Context: an optimization exercise on an open-source flow, tuned for small area. The choices shown serve that exercise and are no tape-out recipe.
The RTL was checked by simulation tests, not by an equivalence proof against the original design.
Power figures rest on the tool's default switching activity, not on a simulated workload.

==> job 9107 <==
## pong_top
module pong_top #(
	parameter int H_ACTIVE = 1024,
	parameter int H_FP = 24,
	parameter int H_SYNC = 136,
	parameter int H_BP = 160,
	parameter int V_ACTIVE = 768,
	parameter int V_FP = 3,
	parameter int V_SYNC = 6,
	parameter int V_BP = 29
) (
	input logic pixel_clk,
	input logic reset,
	input logic btn_up,
	input logic btn_down,
	input logic btn_left,
	input logic btn_right,
	input logic wb_cyc,
	input logic wb_stb,
	input logic wb_we,
	input logic wb_adr,
	input logic [7:0] wb_dat_w,
	output logic [7:0] wb_dat_r,
	output logic wb_ack,
	output logic hsync,
	output logic vsync,
	output logic video_on,
	output logic [2:0] vga_red,
	output logic [2:0] vga_green,
	output logic [1:0] vga_blue
);
clock: 15.0 ns
lec_check: 0
cap_margin: 20
core_margin: 2
core_utilization: 70
slew_margin: 20
standard.sh (not shown) runs the stock make flow with config.mk's settings and CLKGATE_MAP_FILE= SYNTH_SCRIPT=/design/flow/synth_recipe.tcl, a recipe that flattens the netlist after the stock synthesis.
==> flow/flow/run.sh <==
#!/bin/bash
# Own layout flow. the standard synthesis, unchanged; then the logic between
# the registers is re-mapped for area (fapol.py picks each full adder's polarity so
# fewer inverters sit between adders and registers, and ABC maps the rest with an
# area script); the result must prove equal to the standard netlist (equiv.ys), or
# the standard netlist is kept; then the standard layout from floorplan on.
# Each tool writes its full output to its own log file here.
set -euo pipefail
W=$(pwd)
F=$W/flow
R=$W/orfs/results/$FLOW_PLATFORM/pong_top/base
LIB=$FLOW_HOME/platforms/$FLOW_PLATFORM/lib/sky130_fd_sc_hd__tt_025C_1v80.lib

bash standard.sh synth > "$W/flow_synth.log" 2>&1
cp "$R/1_2_yosys.v" "$W/std.v"

ok=0
if python3 "$F/fapol.py" "$W/std.v" "$W/pol.v" > "$W/flow_fapol.log" 2>&1; then
  sed -e "s|@LIB@|$LIB|g" -e "s|@IN@|$W/pol.v|" -e "s|@OUT@|$W/resyn.v|" \
    -e "s|@ABC@|$F/area.abc|" -e "s|@TOP@|$FLOW_TOP|" -e "s|@STAT@|$W/resyn_stat.txt|" \
    "$F/resyn.ys" > "$W/resyn_run.ys"
  if yosys -s "$W/resyn_run.ys" > "$W/flow_resyn.log" 2>&1; then
    sed -e "s|@LIB@|$LIB|g" -e "s|@GOLD@|$W/std.v|" -e "s|@GATE@|$W/resyn.v|" \
      -e "s|@TOP@|$FLOW_TOP|g" "$F/equiv.ys" > "$W/equiv_run.ys"
    if yosys -s "$W/equiv_run.ys" > "$W/flow_equiv.log" 2>&1 &&
      grep -q "SUCCESS" "$W/flow_equiv.log"; then
      ok=1
    fi
  fi
fi
echo "re-mapped netlist used: $ok" > "$W/flow_choice.log"
if [[ $ok == 1 ]]; then
  cp "$W/resyn.v" "$R/1_2_yosys.v"
  rm -f "$R/1_synth.odb" "$R/1_synth.sdc"
fi

bash standard.sh finish > "$W/flow_finish.log" 2>&1
==> flow/flow/area.abc <==
strash
&get -n
&st
&dch
&nf -a
&st
&dch -f
&nf -a -R 1000
&put
topo
==> flow/flow/resyn.ys <==
# Re-map the standard synthesis's combinational logic for area. Flip-flops, full
# adders and tie cells are kept as they are (as black boxes); every other cell is
# read as its liberty function, flattened and mapped again by ABC.
read_liberty -ignore_miss_func @LIB@
blackbox sky130_fd_sc_hd__df* sky130_fd_sc_hd__fa_* sky130_fd_sc_hd__conb_*
read_verilog @IN@
hierarchy -top @TOP@
flatten
opt -purge
setundef -zero
abc -liberty @LIB@ -dont_use *lpflow* -dont_use *probe* -dont_use *fill_* -script @ABC@
opt_clean -purge
splitnets
opt_clean -purge
hilomap -singleton -hicell sky130_fd_sc_hd__conb_1 HI -locell sky130_fd_sc_hd__conb_1 LO
insbuf -buf sky130_fd_sc_hd__buf_1 A X
opt_clean -purge
tee -o @STAT@ stat -liberty @LIB@
write_verilog -noattr -noexpr -nohex -nodec @OUT@
Other scripts of this flow, unchanged in this note and not shown: flow/flow/equiv.ys, flow/flow/fapol.py
==> job 5949: changes against job 9107 <==
--- a/flow/design.v
+++ b/flow/design.v
@@ -93,16 +93,17 @@
 endmodule
 module puck_axis #(
 	parameter logic [9:0] START = 10'd61,
 	parameter bit START_UP = 1'b1,
 	parameter bit IS_X = 1'b1
 ) (
 	input logic pixel_clk,
 	input logic reset,
+	input logic restart,
 	input logic frame_pulse,
 	input logic h_end,
 	input logic f_end,
 	input logic [1:0] speed,
 	output logic [9:0] z
 );
 	logic up;
 	logic nz;
@@ -152,31 +153,32 @@
 			assign nxt = bounce ? (up ? 10'd382 : 10'd313) : r;
 		end else begin : g_yb
 			assign bounce = frame_pulse & (up ?
 				((r[9:7] == 3'd0) & (~r[6] | (r[5:1] == 5'd0))) :
 				(r[9] & r[8] & (r[2] | r[1])));
 			assign nxt = bounce ? (up ? 10'd66 : 10'd769) : r;
 		end
 	endgenerate
-	always_ff @(posedge pixel_clk or posedge reset) begin
-		if (reset) begin
-			z <= START;
+	always_ff @(posedge pixel_clk) begin
+		if (restart) begin
+			z <= IS_X ? START + 10'd1 : START;
 			up <= START_UP;
 		end else begin
 			z <= nxt;
 			up <= up ^ bounce;
 		end
 	end
 endmodule
 module paddle_axis #(
 	parameter bit IS_X = 1'b1
 ) (
 	input logic pixel_clk,
 	input logic reset,
+	input logic restart,
 	input logic frame_pulse,
 	input logic tick,
 	input logic wrap,
 	input logic dec,
 	input logic inc,
 	output logic [6:0] z
 );
 	localparam logic [6:0] START = IS_X ? 7'd37 : 7'd98;
@@ -195,18 +197,18 @@
 	assign d = {{6{minus1}}, plus1 | minus1} | (WRAP & {7{wrap}});
 	always_comb begin
 		c[0] = 1'b0;
 		for (int i = 0; i < 7; i++) begin
 			r[i] = z[i] ^ d[i] ^ c[i];
 			c[i + 1] = (z[i] & d[i]) | (z[i] & c[i]) | (d[i] & c[i]);
 		end
 	end
-	always_ff @(posedge pixel_clk or posedge reset) begin
-		if (reset) begin
+	always_ff @(posedge pixel_clk) begin
+		if (restart) begin
 			z <= START;
 		end else begin
 			z <= r;
 		end
 	end
 endmodule
 module pong_top #(
 	parameter int H_ACTIVE = 1024,
@@ -243,16 +245,17 @@
 	logic [11:0] hcy;
 	logic [10:0] vcy;
 	logic [10:0] hinc;
 	logic [9:0] vinc;
 	logic h_end;
 	logic v_end;
 	logic frame_pulse;
 	logic f_end;
+	logic reset_seen;
 	assign h_end = hc[10] & hc[8] & (&hc[5:0]);
 	assign v_end = vc[9] & vc[8] & vc[5] & vc[2] & vc[0];
 	assign f_end = h_end & v_end;
 	assign frame_pulse = hc[10] & hc[8] & (hc[5:0] == 6'b111101) &
 		vc[9] & vc[8] & (vc[5:0] == 6'b000010);
 	always_comb begin
 		hcy[0] = 1'b1;
 		for (int i = 0; i < 11; i++) begin
@@ -262,17 +265,24 @@
 		vcy[0] = h_end;
 		for (int i = 0; i < 10; i++) begin
 			vinc[i] = vc[i] ^ vcy[i];
 			vcy[i + 1] = vc[i] & vcy[i];
 		end
 	end
 	always_ff @(posedge pixel_clk or posedge reset) begin
 		if (reset) begin
-			hc <= 11'd1341;
+			reset_seen <= 1'b1;
+		end else begin
+			reset_seen <= 1'b0;
+		end
+	end
+	always_ff @(posedge pixel_clk) begin
+		if (reset_seen) begin
+			hc <= 11'd1342;
 			vc <= 10'd805;
 		end else begin
 			hc <= {hinc[10] & ~h_end, hinc[9], hinc[8] & ~h_end, hinc[7],
 				hinc[6] & ~h_end, hinc[5:0]};
 			vc <= {vinc[9] & ~f_end, vinc[8] & ~f_end, vinc[7:6], vinc[5] & ~f_end,
 				vinc[4:3], vinc[2] & ~f_end, vinc[1] & ~f_end, vinc[0]};
 		end
 	end
@@ -303,35 +313,35 @@
 	end
 	always_ff @(posedge pixel_clk) begin
 		dat_r <= wb_adr ? {speed_x, speed_y} : {2'b00, mode};
 		mode_d <= mode;
 	end
 	assign wb_dat_r = {4'b0000, dat_r};
 	logic [9:0] z0x, z0y, z1x, z1y;
 	puck_axis #(.START(10'd61), .START_UP(1'b1), .IS_X(1'b1)) i_p0x (
-		.pixel_clk(pixel_clk), .reset(reset), .frame_pulse(frame_pulse),
+		.pixel_clk(pixel_clk), .reset(reset), .restart(reset_seen), .frame_pulse(frame_pulse),
 		.h_end(h_end), .f_end(f_end), .speed(speed_x), .z(z0x));
 	puck_axis #(.START(10'd613), .START_UP(1'b1), .IS_X(1'b0)) i_p0y (
-		.pixel_clk(pixel_clk), .reset(reset), .frame_pulse(frame_pulse),
+		.pixel_clk(pixel_clk), .reset(reset), .restart(reset_seen), .frame_pulse(frame_pulse),
 		.h_end(h_end), .f_end(f_end), .speed(speed_y), .z(z0y));
 	puck_axis #(.START(10'd829), .START_UP(1'b0), .IS_X(1'b1)) i_p1x (
-		.pixel_clk(pixel_clk), .reset(reset), .frame_pulse(frame_pulse),
+		.pixel_clk(pixel_clk), .reset(reset), .restart(reset_seen), .frame_pulse(frame_pulse),
 		.h_end(h_end), .f_end(f_end), .speed(speed_x), .z(z1x));
 	puck_axis #(.START(10'd421), .START_UP(1'b0), .IS_X(1'b0)) i_p1y (
-		.pixel_clk(pixel_clk), .reset(reset), .frame_pulse(frame_pulse),
+		.pixel_clk(pixel_clk), .reset(reset), .restart(reset_seen), .frame_pulse(frame_pulse),
 		.h_end(h_end), .f_end(f_end), .speed(speed_y), .z(z1y));
 	logic [6:0] zpx;
 	logic [6:0] zpy;
 	paddle_axis #(.IS_X(1'b1)) i_padx (
-		.pixel_clk(pixel_clk), .reset(reset), .frame_pulse(frame_pulse),
+		.pixel_clk(pixel_clk), .reset(reset), .restart(reset_seen), .frame_pulse(frame_pulse),
 		.tick(hc[2:0] == 3'd3), .wrap(h_end),
 		.dec(btn_left), .inc(btn_right), .z(zpx));
 	paddle_axis #(.IS_X(1'b0)) i_pady (
-		.pixel_clk(pixel_clk), .reset(reset), .frame_pulse(frame_pulse),
+		.pixel_clk(pixel_clk), .reset(reset), .restart(reset_seen), .frame_pulse(frame_pulse),
 		.tick(h_end & (vc[2:0] == 3'd3)), .wrap(f_end),
 		.dec(btn_up), .inc(btn_down), .z(zpy));
 	logic hit0;
 	logic hit1;
 	logic pad;
 	logic pad_x;
 	logic pad_y;
 	logic on;
@@ -340,28 +350,28 @@
 	logic red;
 	logic green;
 	logic blue;
 	puck_hit i_hit0 (.zx(z0x), .zy(z0y), .h_nz(h_nz), .hit(hit0));
 	puck_hit i_hit1 (.zx(z1x), .zy(z1y), .h_nz(h_nz), .hit(hit1));
 	assign pad_x = (zpx[6:1] == 6'd0);
 	assign pad_y = (zpy[6:4] == 3'd0);
 	assign pad = pad_x & pad_y;
-	assign on = ~hc[10] & ~(vc[9] & vc[8]);
+	assign on = ~reset_seen & ~hc[10] & ~(vc[9] & vc[8]);
 	assign h_nz = (hc[9:0] != 10'd0);
 	assign border = ~h_nz | (&hc[9:0]) | (vc == 10'd0) |
 		(vc[9] & (&vc[7:0]));
 	always_comb begin
 		case (mode_d)
 			2'd1: {red, green, blue} = {3{border}};
 			2'd2: {red, green, blue} = {hc[8], hc[7], hc[6]};
 			default: {red, green, blue} = {hit0 | hit1, hit1 | pad, hit0};
 		endcase
 	end
-	assign hsync = ~(hc[10] & ~hc[8] & ~(hc[7] & (hc[6] | hc[5])) &
+	assign hsync = reset_seen | ~(hc[10] & ~hc[8] & ~(hc[7] & (hc[6] | hc[5])) &
 		(hc[7] | hc[6] | hc[5] | (hc[4] & hc[3])));
-	assign vsync = ~(vc[9] & vc[8] & ~vc[5] & ~vc[4] &
+	assign vsync = reset_seen | ~(vc[9] & vc[8] & ~vc[5] & ~vc[4] &
 		((~vc[3] & (vc[2] | (vc[1] & vc[0]))) | (vc[3] & ~vc[2] & ~vc[1] & ~vc[0])));
 	assign video_on = on;
 	assign vga_red = {3{on & red}};
 	assign vga_green = {3{on & green}};
 	assign vga_blue = {2{on & blue}};
 endmodule
==> flow/flow/run.sh (replaced) <==
#!/bin/bash
# Own layout flow. the standard synthesis, unchanged; then the logic between
# the registers is re-mapped for area: fapol.py picks each full adder's polarity so
# fewer inverters sit between adders and registers, and ABC maps everything else
# (resyn.ys) with each of the abc_*.abc scripts; the smallest result goes through
# the same step once more. The smallest result that proves equal to the standard
# netlist (equiv.ys) replaces it; if none does, the standard netlist stays. Then
# the standard layout from floorplan on, with the port buffers made of the
# smallest buffer. Each tool writes its full output to its own log file here.
set -euo pipefail
W=$(pwd)
F=$W/flow
R=$W/orfs/results/$FLOW_PLATFORM/pong_top/base
LIB=$FLOW_HOME/platforms/$FLOW_PLATFORM/lib/sky130_fd_sc_hd__tt_025C_1v80.lib

bash standard.sh synth > "$W/flow_synth.log" 2>&1
cp "$R/1_2_yosys.v" "$W/std.v"

best=""
best_area=""
src="$W/std.v"
for round in 1 2; do
  python3 "$F/fapol.py" "$src" "$W/pol$round.v" > "$W/flow_fapol$round.log" 2>&1 || break
  for s in "$F"/abc_*.abc; do
    n=r${round}_$(basename "$s" .abc)
    sed -e "s|@LIB@|$LIB|g" -e "s|@IN@|$W/pol$round.v|" -e "s|@OUT@|$W/resyn_$n.v|" \
      -e "s|@ABC@|$s|" -e "s|@TOP@|$FLOW_TOP|" -e "s|@STAT@|$W/resyn_$n.stat|" \
      "$F/resyn.ys" > "$W/resyn_$n.ys"
    yosys -s "$W/resyn_$n.ys" > "$W/flow_resyn_$n.log" 2>&1 || continue
    sed -e "s|@LIB@|$LIB|g" -e "s|@GOLD@|$W/std.v|" -e "s|@GATE@|$W/resyn_$n.v|" \
      -e "s|@TOP@|$FLOW_TOP|g" "$F/equiv.ys" > "$W/equiv_$n.ys"
    yosys -s "$W/equiv_$n.ys" > "$W/flow_equiv_$n.log" 2>&1 || continue
    grep -q "SUCCESS" "$W/flow_equiv_$n.log" || continue
    a=$(awk '/Chip area/ {print $NF}' "$W/resyn_$n.stat")
    if [[ -z $best ]] || awk -v a="$a" -v b="$best_area" 'BEGIN { exit !(a < b) }'; then
      best=$n
      best_area=$a
    fi
  done
  [[ -n $best ]] || break
  src="$W/resyn_$best.v"
done
echo "re-mapped netlist used: ${best:-none} ${best_area}" > "$W/flow_choice.log"
if [[ -n $best ]]; then
  cp "$W/resyn_$best.v" "$R/1_2_yosys.v"
  rm -f "$R/1_synth.odb" "$R/1_synth.sdc"
fi

bash standard.sh "BUFFER_PORTS_ARGS=-buffer_cell sky130_fd_sc_hd__buf_1" finish > "$W/flow_finish.log" 2>&1
==> flow/flow/abc_1.abc (new file) <==
strash
&get -n
&st
&dch
&nf -a
&st
&dch -f
&nf -a -R 1000
&put
topo
==> flow/flow/abc_2.abc (new file) <==
strash
ifraig
dch -f
map -a
strash
&get -n
&st
&dch -f
&nf -a -R 1000
&put
topo
==> flow/flow/abc_3.abc (new file) <==
strash
&get -n
&st
&dch -f
&nf -a -R 1000
&put
topo
==> flow/flow/abc_4.abc (new file) <==
strash
dc2
&get -n
&st
&dch -f
&nf -a -R 1000
&put
topo
==> flow/flow/abc_5.abc (new file) <==
strash
&get -n
&st
&dch
&nf -a
&st
&dch -f
&nf -a -p -R 1000
&put
topo
==> flow/flow/abc_6.abc (new file) <==
strash
&get -n
&st
&dch -r
&nf -a
&st
&dch -f
&nf -a -R 1000
&put
topo
--- a/flow/flow/resyn.ys
+++ b/flow/flow/resyn.ys
@@ -8,12 +8,12 @@
 flatten
 opt -purge
 setundef -zero
 abc -liberty @LIB@ -dont_use *lpflow* -dont_use *probe* -dont_use *fill_* -script @ABC@
 opt_clean -purge
 splitnets
 opt_clean -purge
 hilomap -singleton -hicell sky130_fd_sc_hd__conb_1 HI -locell sky130_fd_sc_hd__conb_1 LO
-insbuf -buf sky130_fd_sc_hd__buf_1 A X
+
 opt_clean -purge
 tee -o @STAT@ stat -liberty @LIB@
 write_verilog -noattr -noexpr -nohex -nodec @OUT@
removed: flow/flow/area.abc
==> qor summary <==
metric                                                             job 5949                 job 9107
Outcome                                                      finished clean           finished clean
Maximum vdd ir drop                                               0.0785 mV                0.0666 mV
Sequential power share                                                48.2%                    54.3%
Placed instance area                                           0.00552 mm^2             0.00588 mm^2
Area added between synthesis and finish                               8.26%                    11.2%
Clock period minus worst slack                                      7830 ps                  7350 ps
Setup slack of the most critical reg-to-reg path                    7870 ps                  8320 ps
Via Count                                                              4468                     4005
Count of filler cells inserted in the layout                            488                      496
Hold slack                                                           405 ps                   391 ps
Total leakage power                                                 2.24 nW                  2.58 nW
Clock skew after layout                                             8.67 ps                  14.7 ps
DP Worst Slack                                                      7790 ps                  8040 ps
Length of routed wiring on met1                                     5160 um                  4990 um
Signal buf overhead                                                   1.91%                    5.22%
Clk network pwr share                                                 23.4%                    32.3%
Sequential cell area                                           0.00191 mm^2             0.00233 mm^2
Fraction of power consumed by combinational cells                     28.4%                    13.4%
Power drawn by the combinational cells                             0.193 mW                0.0653 mW
Commonest non-fill, non-tap cell in the layout     sky130_fd_sc_hd__dfxtp_1  sky130_fd_sc_hd__nor2_1

[separate check: timing with driven ports]
How much do the figures lean on ideal ports? The routed layouts below were timed once more, with nothing changed but the port constraints.
Step 1 assumes that a clkbuf_16 drives the clock port and a buf_2 every other input.
Step 2, shift: input delay + t, output delay - t, t = (earliest + latest rising clock arrival at the registers) / 2. This alone moves slack from input paths to output paths.
Slacks: no drivers / after step 1 / after step 2; pairs: no drivers / after step 1.
run	t, ns	setup slack, ns	worst data-port slew with drivers (ns)	cell pins on the clock port's net
job 9107	0.401	7.647 / 7.611 / 8.012	0.05	1
job 5949	0.395	7.171 / 7.138 / 7.533	0.04	1
After both steps every run listed still meets setup and hold.
